Source: an optimization exercise on an open RTL-to-GDS flow (aim: small area and few clock cycles per item). Production flows keep margins and buffers that such runs may drop.
RTL that was checked went through simulation tests only; none was proved equivalent to the original.

==> indigo <==
## mips_subset_decode_execute_top
module mips_subset_decode_execute_top (
    input  logic                      i_clk,
    input  logic                      i_rst_n,
    input  logic                      i_valid,
    output logic                      o_stall,
    input  logic [31:0]               i_instruction,
    input  logic [msde_pkg::PC_W-1:0] i_pc,
    input  logic [31:0]               i_rs_value,
    input  logic [31:0]               i_rt_value,
    output logic                      o_valid,
    input  logic                      i_stall,
    output logic [31:0]               o_result,
    output logic [4:0]                o_dest_reg,
    output logic                      o_reg_write,
    output logic                      o_mem_read,
    output logic                      o_mem_write,
    output logic [31:0]               o_store_data,
    output logic [msde_pkg::PC_W-1:0] o_next_pc,
    output logic                      o_syscall_request,
    output logic [1:0]                o_status
);
export LEC_CHECK = 0
export CAP_MARGIN = 20
export CORE_MARGIN = 2
export CORE_UTILIZATION = 65
export SLEW_MARGIN = 20
create_clock -name core_clock -period 5.0 [get_ports {i_clk}]
standard.sh (not shown) runs the stock make flow with config.mk's settings and CLKGATE_MAP_FILE= SYNTH_SCRIPT=/design/flow/synth_recipe.tcl, a recipe that flattens the netlist after the stock synthesis.
==> flow/flow/run.sh <==
#!/bin/bash
# The standard layout (standard.sh), with these changes to how it is made:
#  - synthesis maps with an area-oriented ABC script (flow/synth.tcl,
#    flow/area.abc); everything else in the standard flow's synthesis is unchanged;
#  - the input and output port buffers are sky130_fd_sc_hd__buf_1 instead of
#    the delay buffer the default picks;
#  - the resizer aims for a small positive setup slack.
set -euo pipefail
work=$(pwd)
bash standard.sh \
    SYNTH_SCRIPT="$work/flow/synth.tcl" \
    MY_WORK="$work" \
    MY_ABC_SCRIPT="$work/flow/area.abc" \
    BUFFER_PORTS_ARGS="-buffer_cell sky130_fd_sc_hd__buf_1" \
    SETUP_SLACK_MARGIN=0.05 \
    finish > make_finish.log 2>&1
==> flow/flow/area.abc <==
strash
dch -f
amap
topo
==> flow/flow/synth.tcl <==
# The standard flow's synthesis script, with ABC run on an area-oriented script
# (flow/area.abc) in place of ORFS's speed script; timing is left to the
# resizer later in the flow.
proc abc {args} {
  set i [lsearch -exact $args -script]
  if {$i >= 0} { lset args [expr {$i + 1}] $::env(MY_ABC_SCRIPT) }
  yosys abc {*}$args
}
source $::env(MY_WORK)/synth_recipe.tcl
==> maple (differences from indigo) <==
--- a/flow/design.v
+++ b/flow/design.v
@@ -22,19 +22,18 @@
     output logic                      o_syscall_request,
     output logic [1:0]                o_status
 );
     localparam int unsigned PW = msde_pkg::PC_W;
     logic en;
     logic          r_valid;
     logic [31:0]   r_result, r_store_data;
     logic [4:0]    r_dest_reg;
-    logic          r_reg_write, r_mem_read, r_mem_write, r_syscall;
+    logic [2:0]    r_kind;
     logic [PW-1:0] r_next_pc;
-    logic [1:0]    r_status;
     assign en      = ~r_valid | ~i_stall;
     assign o_stall = ~en;
     logic [5:0]  op, fn;
     logic [31:0] a, b, simm;
     assign op   = i_instruction[31:26];
     assign fn   = i_instruction[5:0];
     assign a    = i_rs_value;
     assign b    = i_rt_value;
@@ -113,23 +112,26 @@
     assign s_shr = f_srl | f_sra;
     assign s_and = f_and | o_andi;
     assign s_or  = f_or | o_ori;
     assign s_xor = f_xor | o_xori;
     assign s_nor = f_nor;
     assign s_slt = f_slt | o_slti;
     logic [PW:0] link;
     assign link = {1'b0, i_pc} + (PW+1)'(2);
+    logic l00, l01, l10;
+    assign l00 = s_nor;
+    assign l01 = s_or | s_xor | s_sum;
+    assign l10 = s_and | s_or;
+    logic [31:0] alu;
+    always_comb for (int i = 0; i < 32; i++)
+        alu[i] = (p[i] ? l01 : g[i] ? l10 : l00) ^ (s_sum & c[i]);
     logic [31:0] res;
     always_comb begin
-        res = ({32{s_sum}} & sum)
-            | ({32{s_and}} & g)
-            | ({32{s_or}}  & (g | p))
-            | ({32{s_xor}} & p)
-            | ({32{s_nor}} & ~(g | p))
+        res = alu
             | ({32{s_shr}} & sh_out)
             | ({32{f_sll}} & sh_rev)
             | ({32{o_lui}} & {i_instruction[15:0], 16'h0})
             | ({32{o_jal}} & {21'd0, link});
         res[0] = res[0] | (s_slt & lt);
     end
     logic          jump, jfar, jok, taken;
     logic [PW-1:0] jtgt, seq_pc, br_pc;
@@ -141,37 +143,39 @@
     assign seq_pc = i_pc + PW'(1);
     assign br_pc  = i_pc + PW'(1) + i_instruction[PW-1:0];
     logic [PW-1:0] n_next_pc;
     logic [4:0]    n_dest_reg;
     assign n_next_pc  = taken ? br_pc : jok ? jtgt : seq_pc;
     assign n_dest_reg = r_alu ? i_instruction[15:11] :
                         i_alu ? i_instruction[20:16] :
                         o_jal ? 5'd31 : 5'd0;
+    logic       n_rw, n_ill, n_far;
+    logic [2:0] n_kind;
+    assign n_rw   = r_alu | i_alu | (o_jal & ~jfar);
+    assign n_ill  = ~legal;
+    assign n_far  = jump & jfar;
+    assign n_kind = {f_sys | n_ill | n_far, o_lw | o_sw | n_far, n_rw | n_ill};
     always_ff @(posedge i_clk) begin
         if (!i_rst_n) begin
             r_valid <= 1'b0;
         end else if (en) begin
             r_valid <= i_valid;
         end
         if (en) begin
             r_result     <= res;
             r_dest_reg   <= n_dest_reg;
-            r_reg_write  <= r_alu | i_alu | (o_jal & ~jfar);
-            r_mem_read   <= o_lw;
-            r_mem_write  <= o_sw;
+            r_kind       <= n_kind;
             r_store_data <= b;
             r_next_pc    <= n_next_pc;
-            r_syscall    <= f_sys;
-            r_status     <= {jump & jfar, ~legal};
         end
     end
     assign o_valid           = r_valid;
     assign o_result          = r_result;
     assign o_dest_reg        = r_dest_reg;
-    assign o_reg_write       = r_reg_write;
-    assign o_mem_read        = r_mem_read;
-    assign o_mem_write       = r_mem_write;
+    assign o_reg_write       = ~r_kind[2] & r_kind[0];
+    assign o_mem_read        = ~r_kind[2] & r_kind[1] & r_kind[0];
+    assign o_mem_write       = ~r_kind[2] & r_kind[1] & ~r_kind[0];
     assign o_store_data      = r_store_data;
     assign o_next_pc         = r_next_pc;
-    assign o_syscall_request = r_syscall;
-    assign o_status          = r_status;
+    assign o_syscall_request = r_kind[2] & ~r_kind[1] & ~r_kind[0];
+    assign o_status          = {r_kind[2] & r_kind[1], r_kind[2] & r_kind[0]};
 endmodule
==> flow/flow/run.sh (replaced) <==
#!/bin/bash
# The standard layout (standard.sh), with these changes to how it is made:
#  - synthesis maps with an area-recovering ABC script (flow/synth.tcl,
#    flow/map.abc) in place of ORFS's speed script; everything else in
#    the standard flow's synthesis is unchanged;
#  - the input and output port buffers are sky130_fd_sc_hd__buf_1 instead of
#    the delay buffer the default picks;
#  - the resizer aims for a small positive setup slack.
set -euo pipefail
work=$(pwd)
bash standard.sh \
    SYNTH_SCRIPT="$work/flow/synth.tcl" \
    MY_WORK="$work" \
    MY_ABC_SCRIPT="$work/flow/map.abc" \
    BUFFER_PORTS_ARGS="-buffer_cell sky130_fd_sc_hd__buf_1" \
    SETUP_SLACK_MARGIN=0.12 \
    finish > make_finish.log 2>&1
==> flow/flow/map.abc (new file) <==
strash
dch -f
map -a
strash
dch -f
map -a
topo
stime -c
buffer -c
upsize -c -D 3500
dnsize -c -D 3500
- CORE_UTILIZATION: 65 -> 40
- GPL_TIMING_DRIVEN: not set -> 0
removed: flow/flow/area.abc
==> results.txt <==
indigo never finished: it broke off in global routing. maple went through all stages and came out clean. Between indigo and maple, the lower synthesized cell count is in indigo (gap 7.5%, measured against maple). Area after synthesis: maple is smaller than indigo (about 4.6%).
Testbench counts of maple, summed over its fixed seeds: cycles 16,008, items 16,000.
The RTL of indigo was laid out without a check of its function.

==> port drivers added, routing unchanged <==
No port has a modelled driver above. Below, the same layout with a new extraction and two added sets of constraints.
Step 1, drivers: a clkbuf_16 drives i_clk and a buf_2 each remaining input, both assumed.
Step 2, shift: input delay + t, output delay - t, t = (earliest + latest rising clock arrival at the registers) / 2. This alone moves slack from input paths to output paths.
Slacks: ideal ports / drivers / drivers and shift; pairs: ideal ports / drivers.
run: maple
t, ns: 0.402
slack for setup (ns): 0.119 / 0.128 / -0.274
worst hold slack (ns): 0.845 / 0.817 / 0.988
slew at the worst register clock pin (ns): 0.07 / 0.07
pins driven straight from the clock port: 1
Met with ideal ports but missed after step 2: setup timing in maple. For maple, drivers alone change the setup slack by +0.009 ns; drivers and shift together by -0.393 ns.
